This design comes from an exercise in tuning for small area and a short achievable clock period on the open sky130 flow, not from production work. Only simulation tests tie the RTL to the original design; equivalence was not proved. Power figures rest on the tool's default switching activity, not on a simulated workload.

==> flow/design.v (excerpt) <==
module hyctl_top (
    input  logic                          clk,
    input  logic                          reset,
    input  logic [7:0]                    io_port_id,
    input  logic [7:0]                    io_out_port,
    input  logic                          io_write_strobe,
    input  logic                          io_read_strobe,
    output logic [7:0]                    in_port,
    input  logic                          udp_rx_start,
    input  logic [7:0]                    udp_rx_data,
    input  logic                          udp_rx_valid,
    input  logic                          udp_rx_last,
    input  logic [31:0]                   udp_rx_src_ip,
    input  logic [15:0]                   udp_rx_src_port,
    input  logic                          udp_tx_ready,
    input  logic [1:0]                    udp_tx_result,
    output logic                          udp_tx_start,
    output logic [7:0]                    udp_tx_data,
    output logic                          udp_tx_valid,
    output logic                          udp_tx_last,
    output logic [6:0]                    udp_tx_length,
    output logic [31:0]                   udp_tx_dst_ip,
    output logic [15:0]                   udp_tx_dst_port,
    input  logic [31:0]                   ext_ip,
    input  logic                          ext_ip_force,
    output logic                          ip_dhcp_reset,
    output logic [31:0]                   ip_static_ip,
    output logic                          ip_static_ip_valid,
    output logic                          stream_linked,
    output logic [31:0]                   stream_ip,
    output logic [15:0]                   stream_udp_port
);
    localparam int AW    = hyctl_pkg::BUF_ADDR_W;
    localparam int BW    = hyctl_pkg::BYTE_W;
    localparam int DEPTH = 2 ** AW;
    localparam int STAT_RX_BIT = 1;
    logic          wr_en;
    logic          ctrl_wr;
    logic          arm_set;
    logic          tx_go;
    logic          tx_len_wr;
    logic          buf_wr;
    logic          hit_my_ip;
    logic [1:0]    byte_sel;
    assign wr_en     = io_write_strobe && !io_read_strobe;
    assign ctrl_wr   = wr_en && (io_port_id == hyctl_pkg::PORT_PKT_CTRL);
  ...
clock: 5.0 ns
lec_check: 0
cap_margin: 20
core_margin: 2
core_utilization: 45
cts_buf_list: sky130_fd_sc_hd__clkbuf_8
place_density: 0.6
setup_slack_margin: 2.0
slew_margin: 20
synth_hierarchical: 1
synth_minimum_keep_size: 0
standard.sh (not shown) runs the stock make flow with config.mk's settings and CLKGATE_MAP_FILE= SYNTH_SCRIPT=/design/flow/synth_recipe.tcl, a recipe that flattens the netlist after the stock synthesis.
==> flow/flow/run.sh <==
#!/bin/bash
# The standard layout (standard.sh), with one change: the port buffers
# that buffer_ports inserts are plain sky130_fd_sc_hd__buf_2 cells instead of
# the default cell it picks (a slow delay buffer). Every input and output
# port still gets its own buffer. The full make output goes to
# standard_make.log in the work folder.
set -euo pipefail
bash standard.sh "BUFFER_PORTS_ARGS=-buffer_cell sky130_fd_sc_hd__buf_2" finish > standard_make.log 2>&1
Testbench counts at the start, summed over its fixed seeds: tx cycles 5,394, tx bytes 3,981.
Then changed:
--- a/flow/design.v
+++ b/flow/design.v
@@ -66,19 +66,17 @@
         logic [IP_W-1:0]       ip;
         logic [UDP_PORT_W-1:0] udp_port;
     } stream_cfg_t;
 endpackage
 `timescale 1ns/100ps
 module hyctl_row_sel (
-    input  logic lo_a,
-    input  logic lo_b,
-    input  logic hi_a,
-    input  logic hi_b,
+    input  logic lo,
+    input  logic hi,
     output logic sel_n
 );
-    assign sel_n = !((lo_a || lo_b) && (hi_a || hi_b));
+    assign sel_n = !(lo && hi);
 endmodule
 module hyctl_rd_pair (
     input  logic a0,
     input  logic s0_n,
     input  logic a1,
     input  logic s1_n,
@@ -196,14 +194,12 @@
     logic [BW-1:0]         tx_data_q;
     logic [AW-1:0]         tx_cnt_q;
     logic [31:0]           pkt_ip_q;
     logic [15:0]           pkt_port_q;
     logic [AW-1:0]         addr_q;
     logic                  use_cnt_q;
-    logic [7:0]            cnt_lo_q;
-    logic [15:0]           cnt_hi_q;
     logic                  rx_start_edge;
     logic                  capture_go;
     logic                  rx_active;
     logic                  rx_byte;
     logic                  rx_done;
     logic                  tx_fire;
@@ -242,18 +238,12 @@
     always_ff @(posedge clk) begin
         addr_q         <= addr_next;
         receiving_q    <= rx_next;
         transmitting_q <= tx_next;
         arm_q          <= arm_next;
         use_cnt_q      <= rx_next || tx_next;
-        for (int i = 0; i < 8; i++) begin
-            cnt_lo_q[i] <= (rx_next || tx_next) && (addr_next[2:0] == i[2:0]);
-        end
-        for (int i = 0; i < 16; i++) begin
-            cnt_hi_q[i] <= (rx_next || tx_next) && (addr_next[6:3] == i[3:0]);
-        end
         if (reset) begin
             rx_start_q <= 1'b0;
             tx_start_q <= 1'b0;
         end else begin
             rx_start_q <= udp_rx_start;
             if (tx_go) begin
@@ -292,41 +282,43 @@
     end
     logic [BW-1:0]         buf_wdata;
     logic                  buf_we;
     logic                  buf_we0;
     logic [7:0]            dec_lo;
     logic [15:0]           dec_hi;
+    logic [7:0]            cnt_lo;
+    logic [15:0]           cnt_hi;
     logic [7:0]            bus_lo;
     logic [15:0]           bus_hi;
     logic [DEPTH-1:0]      sel_n;
     logic [DEPTH-1:0]      row_we;
     logic [DEPTH*BW-1:0]   mem_q;
     logic [BW-1:0]         rd_zero;
     assign buf_wdata = rx_active ? udp_rx_data : io_out_port;
     assign buf_we    = receiving_q ? udp_rx_valid : (!transmitting_q && !capture_go && buf_wr);
     assign buf_we0   = capture_go && !receiving_q && udp_rx_valid;
     always_comb begin
         for (int i = 0; i < 8; i++) begin
+            cnt_lo[i] = use_cnt_q && (addr_q[2:0] == i[2:0]);
             bus_lo[i] = !use_cnt_q && (io_port_id[2:0] == i[2:0]);
-            dec_lo[i] = cnt_lo_q[i] || bus_lo[i];
+            dec_lo[i] = cnt_lo[i] || bus_lo[i];
         end
         for (int i = 0; i < 16; i++) begin
+            cnt_hi[i] = use_cnt_q && (addr_q[6:3] == i[3:0]);
             bus_hi[i] = !use_cnt_q && (io_port_id[6:3] == i[3:0]);
-            dec_hi[i] = cnt_hi_q[i] || bus_hi[i];
+            dec_hi[i] = cnt_hi[i] || bus_hi[i];
         end
         for (int r = 0; r < DEPTH; r++) begin
             row_we[r] = buf_we && dec_lo[r % 8] && dec_hi[r / 8];
         end
         row_we[0] = row_we[0] || buf_we0;
     end
     for (genvar r = 0; r < DEPTH; r++) begin : g_sel
         hyctl_row_sel u_sel (
-            .lo_a  (cnt_lo_q[r % 8]),
-            .lo_b  (bus_lo[r % 8]),
-            .hi_a  (cnt_hi_q[r / 8]),
-            .hi_b  (bus_hi[r / 8]),
+            .lo    (dec_lo[r % 8]),
+            .hi    (dec_hi[r / 8]),
             .sel_n (sel_n[r])
         );
     end
     for (genvar r = 0; r < DEPTH; r++) begin : g_row
         always_ff @(posedge clk) begin
             if (row_we[r]) begin
After rerunning:
- via count decreases by a few percent
- routed wire length decreases by roughly a tenth
- non-clock buffer count decreases by 28
- power decreases slightly
- sequential power stays flat
- synthesized cell count decreases slightly
- cell count decreases slightly
- design area decreases by a few percent
Testbench counts after the change, summed over its fixed seeds: tx cycles 5,394, tx bytes 3,981.

Another version of the RTL of hyctl_top (not shown whole).
Size: about 4900 cells after synthesis, roughly 1200 flip-flops, ~270 I/O pins, ~0.043 mm² of cells after synthesis.
export LEC_CHECK = 0
export CAP_MARGIN = 20
export CORE_MARGIN = 2
export CORE_UTILIZATION = 45
export CTS_BUF_LIST = sky130_fd_sc_hd__clkbuf_8
export CTS_CLUSTER_DIAMETER = 80
export CTS_CLUSTER_SIZE = 12
export PLACE_DENSITY = 0.6
export SETUP_SLACK_MARGIN = 2.6
export SLEW_MARGIN = 20
export SYNTH_HIERARCHICAL = 1
export SYNTH_MINIMUM_KEEP_SIZE = 0
export TNS_END_PERCENT = 10
create_clock -name core_clock -period 5.0 [get_ports {clk}]
==> flow/flow/run.sh <==
#!/bin/bash
# The standard layout (standard.sh), with one change: the port buffers
# that buffer_ports inserts are plain sky130_fd_sc_hd__buf_1 cells instead of
# the default cell it picks (a slow delay buffer). Every input and output
# port still gets its own buffer. The full make output goes to
# standard_make.log in the work folder.
set -euo pipefail
bash standard.sh "BUFFER_PORTS_ARGS=-buffer_cell sky130_fd_sc_hd__buf_1" finish > standard_make.log 2>&1
Testbench counts at the start, summed over its fixed seeds: tx cycles 5,394, tx bytes 3,981.
==> next run, changes <==
--- a/flow/design.v
+++ b/flow/design.v
@@ -61,28 +61,20 @@
         logic [IP_W-1:0] static_ip;
         logic            static_ip_valid;
     } ip_cfg_t;
     typedef struct packed {
         logic                  linked;
         logic [IP_W-1:0]       ip;
         logic [UDP_PORT_W-1:0] udp_port;
     } stream_cfg_t;
 endpackage
 `timescale 1ns/100ps
-module hyctl_bit_next (
-    input  logic we_n,
-    input  logic wd_n,
-    input  logic q,
-    output logic d
-);
-    assign d = (we_n || !wd_n) && (!we_n || q);
-endmodule
 module hyctl_row_sel (
     input  logic lo,
     input  logic hi,
     output logic sel_n
 );
     assign sel_n = !(lo && hi);
 endmodule
 module hyctl_rd_pair (
     input  logic a0,
     input  logic s0_n,
@@ -211,21 +203,20 @@
     logic                  rx_byte;
     logic                  rx_done;
     logic                  tx_fire;
     logic                  tx_final;
     logic [AW-1:0]         addr_inc;
     logic [AW-1:0]         addr_next;
     logic                  rx_next;
     logic                  tx_next;
     logic                  arm_next;
     logic [BW-1:0]         buf_rdata;
-    logic [BW-1:0]         tx_rdata;
     logic [BW-1:0]         buf_first;
     assign rx_start_edge = udp_rx_start && !rx_start_q;
     assign capture_go    = arm_q && rx_start_edge && !transmitting_q;
     assign rx_active     = receiving_q || capture_go;
     assign rx_byte       = rx_active && udp_rx_valid;
     assign rx_done       = rx_byte && udp_rx_last;
     assign tx_fire  = transmitting_q && udp_tx_ready;
     assign tx_final = tx_fire && tx_last_q;
     assign addr_inc = addr_q + 1'b1;
     always_comb begin
@@ -259,21 +250,21 @@
                 tx_start_q <= 1'b1;
             end else if (tx_start_q && (udp_tx_result == hyctl_pkg::UDP_RESULT_ACCEPTED)) begin
                 tx_start_q <= 1'b0;
             end
         end
     end
     always_ff @(posedge clk) begin
         if (tx_go) begin
             tx_data_q <= buf_first;
         end else if (tx_fire) begin
-            tx_data_q <= tx_rdata;
+            tx_data_q <= buf_rdata;
         end
         if (tx_go || tx_fire) begin
             tx_last_q <= (addr_inc == tx_cnt_q);
         end
     end
     always_ff @(posedge clk) begin
         if (rx_done) begin
             tx_cnt_q <= addr_inc;
         end else if (tx_len_wr) begin
             tx_cnt_q <= io_out_port[AW-1:0] + 1'b1;
@@ -294,23 +285,21 @@
     logic                  buf_we0;
     logic [7:0]            dec_lo;
     logic [15:0]           dec_hi;
     logic [7:0]            cnt_lo;
     logic [15:0]           cnt_hi;
     logic [7:0]            bus_lo;
     logic [15:0]           bus_hi;
     logic [DEPTH-1:0]      sel_n;
     logic [DEPTH-1:0]      row_we;
     logic [DEPTH*BW-1:0]   mem_q;
-    logic [DEPTH*BW-1:0]   mem_d;
     logic [BW-1:0]         rd_zero;
-    logic [BW-1:0]         tx_zero;
     assign buf_wdata = rx_active ? udp_rx_data : io_out_port;
     assign buf_we    = receiving_q ? udp_rx_valid : (!transmitting_q && !capture_go && buf_wr);
     assign buf_we0   = capture_go && !receiving_q && udp_rx_valid;
     always_comb begin
         for (int i = 0; i < 8; i++) begin
             cnt_lo[i] = use_cnt_q && (addr_q[2:0] == i[2:0]);
             bus_lo[i] = !use_cnt_q && (io_port_id[2:0] == i[2:0]);
             dec_lo[i] = cnt_lo[i] || bus_lo[i];
         end
         for (int i = 0; i < 16; i++) begin
@@ -324,30 +313,24 @@
         row_we[0] = row_we[0] || buf_we0;
     end
     for (genvar r = 0; r < DEPTH; r++) begin : g_sel
         hyctl_row_sel u_sel (
             .lo    (dec_lo[r % 8]),
             .hi    (dec_hi[r / 8]),
             .sel_n (sel_n[r])
         );
     end
     for (genvar r = 0; r < DEPTH; r++) begin : g_row
-        for (genvar b = 0; b < BW; b++) begin : g_bit
-            hyctl_bit_next u_next (
-                .we_n (!row_we[r]),
-                .wd_n (!buf_wdata[b]),
-                .q    (mem_q[r*BW + b]),
-                .d    (mem_d[r*BW + b])
-            );
-        end
         always_ff @(posedge clk) begin
-            mem_q[r*BW +: BW] <= mem_d[r*BW +: BW];
+            if (row_we[r]) begin
+                mem_q[r*BW +: BW] <= buf_wdata;
+            end
         end
     end
     for (genvar b = 0; b < BW; b++) begin : g_bit
         logic [DEPTH/2-1:0]  pair_n;
         logic [DEPTH/4-1:0]  l1;
         logic [DEPTH/16-1:0] l2;
         logic [DEPTH/32-1:0] l3;
         for (genvar p = 0; p < DEPTH / 2; p++) begin : g_pair
             hyctl_rd_pair u_pair (
                 .a0   (mem_q[(2*p)*BW + b]),
@@ -360,24 +343,22 @@
         for (genvar q = 0; q < DEPTH / 4; q++) begin : g_l1
             hyctl_nor2 u_nor (.a(pair_n[2*q +: 2]), .y(l1[q]));
         end
         for (genvar q = 0; q < DEPTH / 16; q++) begin : g_l2
             hyctl_nand4 u_nand (.a(l1[4*q +: 4]), .y(l2[q]));
         end
         for (genvar q = 0; q < DEPTH / 32; q++) begin : g_l3
             hyctl_nor2 u_nor (.a(l2[2*q +: 2]), .y(l3[q]));
         end
         hyctl_nand4 u_out (.a(l3), .y(rd_zero[b]));
-        hyctl_nand4 u_out_tx (.a(l3), .y(tx_zero[b]));
     end
     assign buf_rdata = ~rd_zero;
-    assign tx_rdata  = ~tx_zero;
     assign buf_first = mem_q[BW-1:0];
     logic [31:0]           ip_src;
     logic [BW-1:0]         rd_next;
     logic [BW-1:0]         rd_q;
     assign ip_src = (!use_static_q || ext_ip_force) ? ext_ip : my_ip_q;
     always_comb begin
         rd_next = '0;
         if (io_port_id[7]) begin
             rd_next = buf_rdata;
         end else if (hit_my_ip) begin
Combinational power drops by 40%.
Global-route usage drops by 3.9 points.
Final cell count drops by 30%.
Via count drops by 26%.
Synthesized area climbs by 2.7%.
Total power climbs by 0.53%.
Setup slack got worse by 58 ps.
Testbench counts after the change, summed over its fixed seeds: tx cycles 5,394, tx bytes 3,981.

-- port drivers added, routing unchanged --
The results above use ideal ports. As a check the final layouts listed here were re-extracted and re-timed, cells and wires unchanged.
Step 1: set_driving_cell puts a clkbuf_16 on clk and a buf_2 on each other input, an assumption about the parent block.
Step 2 adds t to the input delays and takes it off the output delays; t is the mean of the earliest and latest rising clock arrival at the registers after step 1. Input paths then give back, and output paths get back, about the clock's delay inside the block.
Slacks: ideal ports / drivers / drivers and shift; pairs: ideal ports / drivers.
run | t (ns) | slack for setup (ns) | hold slack, ns | worst setup path after step 2 | slew at the worst register clock pin (ns)
the first run of note 1 | 0.901 | 1.970 / 1.995 / 1.093 | 0.333 / 0.298 / 0.449 | input to register | 0.07 / 0.07
the second run of note 1 | 0.920 | 1.995 / 2.001 / 1.095 | 0.313 / 0.279 / 0.448 | input to register | 0.07 / 0.07
the first run of note 2 | 0.855 | 2.083 / 2.101 / 1.252 | 0.353 / 0.314 / 0.449 | input to register | 0.10 / 0.10
the second run of note 2 | 0.855 | 2.026 / 2.026 / 1.174 | 0.359 / 0.313 / 0.452 | input to register | 0.10 / 0.10
After both steps every run listed still meets setup and hold. The setup slack of the second run of note 1, which loses most, moves by +0.006 ns with the drivers and by -0.900 ns with both steps.
